Background: an optimization exercise with open tools, aiming at a short achievable clock period and few clock cycles per item. Do not read the settings as production practice. Power figures rest on the tool's default switching activity, not on a simulated workload.

==> branch lagoon <==
## dmem_responder
module dmem_responder
#(
  parameter int DEPTH   = DEPTH_DEF,
  parameter int LATENCY = LATENCY_DEF
) (
  input  logic        clk,
  input  logic        rst_n,
  input  logic        req_valid,
  output logic        req_ready,
  input  logic        req_write,
  input  logic [31:0] req_addr,
  input  logic [31:0] req_wdata,
  output logic        rsp_valid,
  input  logic        rsp_ready,
  output logic [31:0] rsp_rdata,
  output logic        rsp_err
);
==> module dmem_array, before the edit <==
module dmem_array
#(
  parameter int DEPTH = DEPTH_DEF
) (
  input  logic             clk,
  input  logic [DEPTH-1:0] we,      
  input  logic [31:0]      wdata,
  input  logic [DEPTH-1:0] rsel,    
  output logic [31:0]      rdata
);
  logic [DEPTH-1:0][31:0] mem;
  always_ff @(posedge clk) begin
    for (int i = 0; i < DEPTH; i++) begin
      if (we[i]) mem[i] <= wdata;
    end
  end
  always_comb begin
    rdata = '0;
    for (int i = 0; i < DEPTH; i++) begin
      rdata = rdata | ({32{rsel[i]}} & mem[i]);
    end
  end
endmodule
==> module dmem_responder, before the edit <==
module dmem_responder
#(
  parameter int DEPTH   = DEPTH_DEF,
  parameter int LATENCY = LATENCY_DEF
) (
  input  logic        clk,
  input  logic        rst_n,
  input  logic        req_valid,
  output logic        req_ready,
  input  logic        req_write,
  input  logic [31:0] req_addr,
  input  logic [31:0] req_wdata,
  output logic        rsp_valid,
  input  logic        rsp_ready,
  output logic [31:0] rsp_rdata,
  output logic        rsp_err
);
  localparam int AW = $clog2(DEPTH);
  logic             accept;
  logic             reqErr;
  logic [DEPTH-1:0] dec;
  assign accept = req_valid && req_ready;
  assign reqErr = (req_addr[1:0] != 2'b00) || (req_addr[31:AW+2] != '0);
  always_comb begin
    for (int i = 0; i < DEPTH; i++) begin
      dec[i] = (req_addr[AW+1:2] == AW'(i));
    end
  end
  logic             v1;       
  logic             err1;
  logic [DEPTH-1:0] weQ;
  logic [DEPTH-1:0] rselQ;
  logic [31:0]      wdataQ;
  logic [DEPTH-1:0] wvalid;   
  always_ff @(posedge clk or negedge rst_n) begin
    if (!rst_n) begin
      v1     <= 1'b0;
      weQ    <= '0;
      wvalid <= '0;
    end else begin
      v1     <= accept;
      weQ    <= (accept && req_write && !reqErr) ? dec : '0;
      wvalid <= wvalid | weQ;
    end
  end
  always_ff @(posedge clk) begin
    err1   <= reqErr;
    wdataQ <= req_wdata;
    rselQ  <= (!req_write && !reqErr) ? (dec & (wvalid | weQ)) : '0;
  end
  logic [31:0] resData;
  dmem_array #(.DEPTH(DEPTH)) u_array (
    .clk   (clk),
    .we    (weQ),
    .wdata (wdataQ),
    .rsel  (rselQ),
    .rdata (resData)
  );
  logic        hv;
  logic [31:0] hData;
  logic        hErr;
  logic [31:0] qData [2];
  logic        qErr  [2];
  logic [1:0]  qCnt;
  logic        qRp;
  logic        qWp;
  logic [1:0]  nOut;      
  logic        rdyQ;
  logic hold;
  logic pop;
  logic qNe;
  logic hTake;            
  logic resToH;
  logic resToQ;
  logic qToH;
  assign hold   = hv && !rsp_ready;
  assign pop    = hv && rsp_ready;
  assign qNe    = (qCnt != 2'd0);
  assign hTake  = !hold;
  assign qToH   = hTake && qNe;
  assign resToH = hTake && !qNe && v1;
  assign resToQ = v1 && !resToH;
  always_ff @(posedge clk or negedge rst_n) begin
    if (!rst_n) begin
      hv   <= 1'b0;
      qCnt <= 2'd0;
      qRp  <= 1'b0;
      qWp  <= 1'b0;
    end else begin
      if (hTake) hv <= qNe || v1;
      if (qToH) qRp <= !qRp;
      if (resToQ) qWp <= !qWp;
      qCnt <= qCnt + {1'b0, resToQ} - {1'b0, qToH};
    end
  end
  always_ff @(posedge clk) begin
    if (hTake) begin
      hData <= qNe ? qData[qRp] : resData;
      hErr  <= qNe ? qErr[qRp]  : err1;
    end
    if (v1) begin
      qData[qWp] <= resData;
      qErr[qWp]  <= err1;
    end
  end
  logic [1:0] nNext;
  assign nNext = nOut + {1'b0, accept} - {1'b0, pop};
  always_ff @(posedge clk or negedge rst_n) begin
    if (!rst_n) begin
      nOut <= 2'd0;
      rdyQ <= 1'b0;
    end else begin
      nOut <= nNext;
      rdyQ <= (nNext != 2'd3);
    end
  end
  assign req_ready = rdyQ;
  assign rsp_valid = hv;
  assign rsp_rdata = hData;
  assign rsp_err   = hErr;
endmodule
clock: 5.0 ns
lec_check: 0
abc_clock_period_in_ps: 1700
cap_margin: 20
core_margin: 2
core_utilization: 40
setup_slack_margin: 3.3
slew_margin: 20
run.sh (not shown) runs the stock make flow with config.mk's settings and CLKGATE_MAP_FILE= SYNTH_SCRIPT=/design/flow/synth_recipe.tcl, a recipe that flattens the netlist after the stock synthesis.
==> branch delta (differences from branch lagoon) <==
==> flow/design.v (replaced) <==
package dmem_responder_pkg;
  localparam int DEPTH_DEF   = 64;
  localparam int LATENCY_DEF = 2;
endpackage
import dmem_responder_pkg::*;
module dmem_array
#(
  parameter  int DEPTH = DEPTH_DEF,
  parameter  int GW    = 8,
  localparam int NG    = DEPTH / GW
) (
  input  logic             clk,
  input  logic [DEPTH-1:0] we,      
  input  logic [31:0]      wdata,
  input  logic [DEPTH-1:0] rsel,    
  output logic [NG-1:0][31:0] part   
);
  logic [DEPTH-1:0][31:0] mem;
  always_ff @(posedge clk) begin
    for (int i = 0; i < DEPTH; i++) begin
      if (we[i]) mem[i] <= wdata;
    end
  end
  always_ff @(posedge clk) begin
    for (int g = 0; g < NG; g++) begin
      logic [31:0] acc;
      acc = '0;
      for (int k = 0; k < GW; k++) begin
        acc = acc | ({32{rsel[g*GW+k]}} & mem[g*GW+k]);
      end
      part[g] <= acc;
    end
  end
endmodule
import dmem_responder_pkg::*;
module dmem_responder
#(
  parameter int DEPTH   = DEPTH_DEF,
  parameter int LATENCY = LATENCY_DEF
) (
  input  logic        clk,
  input  logic        rst_n,
  input  logic        req_valid,
  output logic        req_ready,
  input  logic        req_write,
  input  logic [31:0] req_addr,
  input  logic [31:0] req_wdata,
  output logic        rsp_valid,
  input  logic        rsp_ready,
  output logic [31:0] rsp_rdata,
  output logic        rsp_err
);
  localparam int AW = $clog2(DEPTH);
  localparam int GW = 8;
  localparam int NG = DEPTH / GW;
  localparam int QD = 4;            
  logic             accept;
  logic             reqErr;
  logic [DEPTH-1:0] dec;
  assign accept = req_valid && req_ready;
  assign reqErr = (req_addr[1:0] != 2'b00) || (req_addr[31:AW+2] != '0);
  always_comb begin
    for (int i = 0; i < DEPTH; i++) begin
      dec[i] = (req_addr[AW+1:2] == AW'(i));
    end
  end
  logic             v1;       
  logic             v2;       
  logic             err1;
  logic             err2;
  logic [DEPTH-1:0] weQ;      
  logic [DEPTH-1:0] weEff;    
  logic [DEPTH-1:0] rselQ;
  logic [31:0]      wdataQ;
  logic [DEPTH-1:0] wvalid;   
  assign weEff = err1 ? '0 : weQ;
  always_ff @(posedge clk or negedge rst_n) begin
    if (!rst_n) begin
      v1     <= 1'b0;
      v2     <= 1'b0;
      weQ    <= '0;
      wvalid <= '0;
    end else begin
      v1     <= accept;
      v2     <= v1;
      weQ    <= (accept && req_write) ? dec : '0;
      wvalid <= wvalid | weEff;
    end
  end
  always_ff @(posedge clk) begin
    err1   <= reqErr;
    err2   <= err1;
    wdataQ <= req_wdata;
    rselQ  <= req_write ? '0 : (dec & (wvalid | weEff));
  end
  logic [NG-1:0][31:0] part;
  logic [31:0]         resData;
  dmem_array #(.DEPTH(DEPTH), .GW(GW)) u_array (
    .clk   (clk),
    .we    (weEff),
    .wdata (wdataQ),
    .rsel  (rselQ),
    .part  (part)
  );
  always_comb begin
    resData = '0;
    for (int g = 0; g < NG; g++) resData = resData | part[g];
    if (err2) resData = '0;
  end
  logic [31:0] qData [QD];
  logic        qErr  [QD];
  logic [2:0]  qCnt;
  logic [1:0]  qRp;
  logic [1:0]  qWp;
  logic        hv;        
  logic [31:0] hData;     
  logic        hErr;
  logic        rdyQ;
  logic [2:0]  nOut;      
  logic        pop;
  logic [1:0]  qRp1;
  logic [31:0] keepData;  
  logic        keepErr;
  logic [31:0] nextData;  
  logic        nextErr;
  assign pop  = hv && rsp_ready;
  assign qRp1 = qRp + 2'd1;
  always_comb begin
    keepData = hv ? qData[qRp] : resData;
    keepErr  = hv ? qErr[qRp]  : err2;
    if (qCnt >= 3'd2) begin
      nextData = qData[qRp1];
      nextErr  = qErr[qRp1];
    end else if (hv) begin
      nextData = resData;
      nextErr  = err2;
    end else begin
      nextData = keepData;
      nextErr  = keepErr;
    end
  end
  logic [2:0] qCntNext;
  assign qCntNext = qCnt + {2'b0, v2} - {2'b0, pop};
  always_ff @(posedge clk or negedge rst_n) begin
    if (!rst_n) begin
      qCnt <= 3'd0;
      hv   <= 1'b0;
      qRp  <= 2'd0;
      qWp  <= 2'd0;
    end else begin
      qCnt <= qCntNext;
      hv   <= (qCntNext != 3'd0);
      if (pop) qRp <= qRp1;
      if (v2) qWp <= qWp + 2'd1;
    end
  end
  always_ff @(posedge clk) begin
    if (v2) begin
      qData[qWp] <= resData;
      qErr[qWp]  <= err2;
    end
    hData <= rsp_ready ? nextData : keepData;
    hErr  <= rsp_ready ? nextErr  : keepErr;
  end
  logic [2:0] nNext;
  assign nNext = nOut + {2'b0, accept} - {2'b0, pop};
  always_ff @(posedge clk or negedge rst_n) begin
    if (!rst_n) begin
      nOut <= 3'd0;
      rdyQ <= 1'b0;
    end else begin
      nOut <= nNext;
      rdyQ <= (nNext < 3'(QD));
    end
  end
  assign req_ready = rdyQ;
  assign rsp_valid = hv;
  assign rsp_rdata = hData;
  assign rsp_err   = hErr;
endmodule
--- a/flow/config.mk
+++ b/flow/config.mk
@@ -9,5 +9,6 @@
 export CAP_MARGIN = 20
 export CORE_MARGIN = 2
-export CORE_UTILIZATION = 40
-export SETUP_SLACK_MARGIN = 3.3
+export CORE_UTILIZATION = 65
+export PLACE_DENSITY = 0.7
+export SETUP_SLACK_MARGIN = 3.0
 export SLEW_MARGIN = 20
==> branch garnet (differences from branch lagoon) <==
--- a/flow/config.mk
+++ b/flow/config.mk
@@ -9,5 +9,8 @@
 export CAP_MARGIN = 20
 export CORE_MARGIN = 2
-export CORE_UTILIZATION = 40
+export CORE_UTILIZATION = 65
+export CTS_CLUSTER_DIAMETER = 50
+export CTS_CLUSTER_SIZE = 30
+export PLACE_DENSITY = 0.7
 export SETUP_SLACK_MARGIN = 3.3
 export SLEW_MARGIN = 20
==> summary of the runs <==
Between branch lagoon and branch garnet, the lower via count is in branch garnet (gap 0.30%, measured against branch garnet). The highest register-to-register slack belongs to branch delta, the lowest to branch garnet. Clock skew: branch delta > branch garnet > branch lagoon. Cell count: branch garnet < branch delta < branch lagoon. Critical path depth: branch delta < branch garnet < branch lagoon. The lowest hold slack belongs to branch delta, the highest to branch garnet. The highest fmax belongs to branch delta, the lowest to branch garnet. Sequential power: branch lagoon is lower than branch delta (11%). Against branch delta, the wire length of branch garnet is lower by 7.4%.
No functional check of the RTL was part of any run of this note.

[afterwards: timing with drivers on the ports]
The results above use ideal ports. As a check the final layouts listed here were re-extracted and re-timed, cells and wires unchanged.
Step 1 (the two cells are an assumption about what drives the block):
set clk [get_ports {clk}]
set_driving_cell -lib_cell sky130_fd_sc_hd__clkbuf_16 $clk
set_driving_cell -lib_cell sky130_fd_sc_hd__buf_2 [delete_from_list [all_inputs] $clk]
Step 2, shift: input delay + t, output delay - t, t = (earliest + latest rising clock arrival at the registers) / 2. This alone moves slack from input paths to output paths.
a / b / c = ideal ports / drivers / drivers and shift; a / b = the first two.
run | t, ns | setup WS [ns] | worst hold slack (ns) | worst setup path after step 2 | clock arrival spread, ns
branch lagoon | 0.920 | 2.115 / 2.115 / 2.105 | 0.196 / 0.152 / 0.442 | input to register | 0.049 / 0.049
branch delta | 0.955 | 2.467 / 2.392 / 1.911 | 0.075 / 0.040 / 0.379 | input to register | 0.058 / 0.058
branch garnet | 0.886 | 2.071 / 2.071 / 2.025 | 0.326 / 0.362 / 0.448 | input to register | 0.056 / 0.056
After both steps setup and hold are still met in every run listed. For branch delta, which loses most, drivers alone change the setup slack by -0.075 ns; drivers and shift together by -0.556 ns.
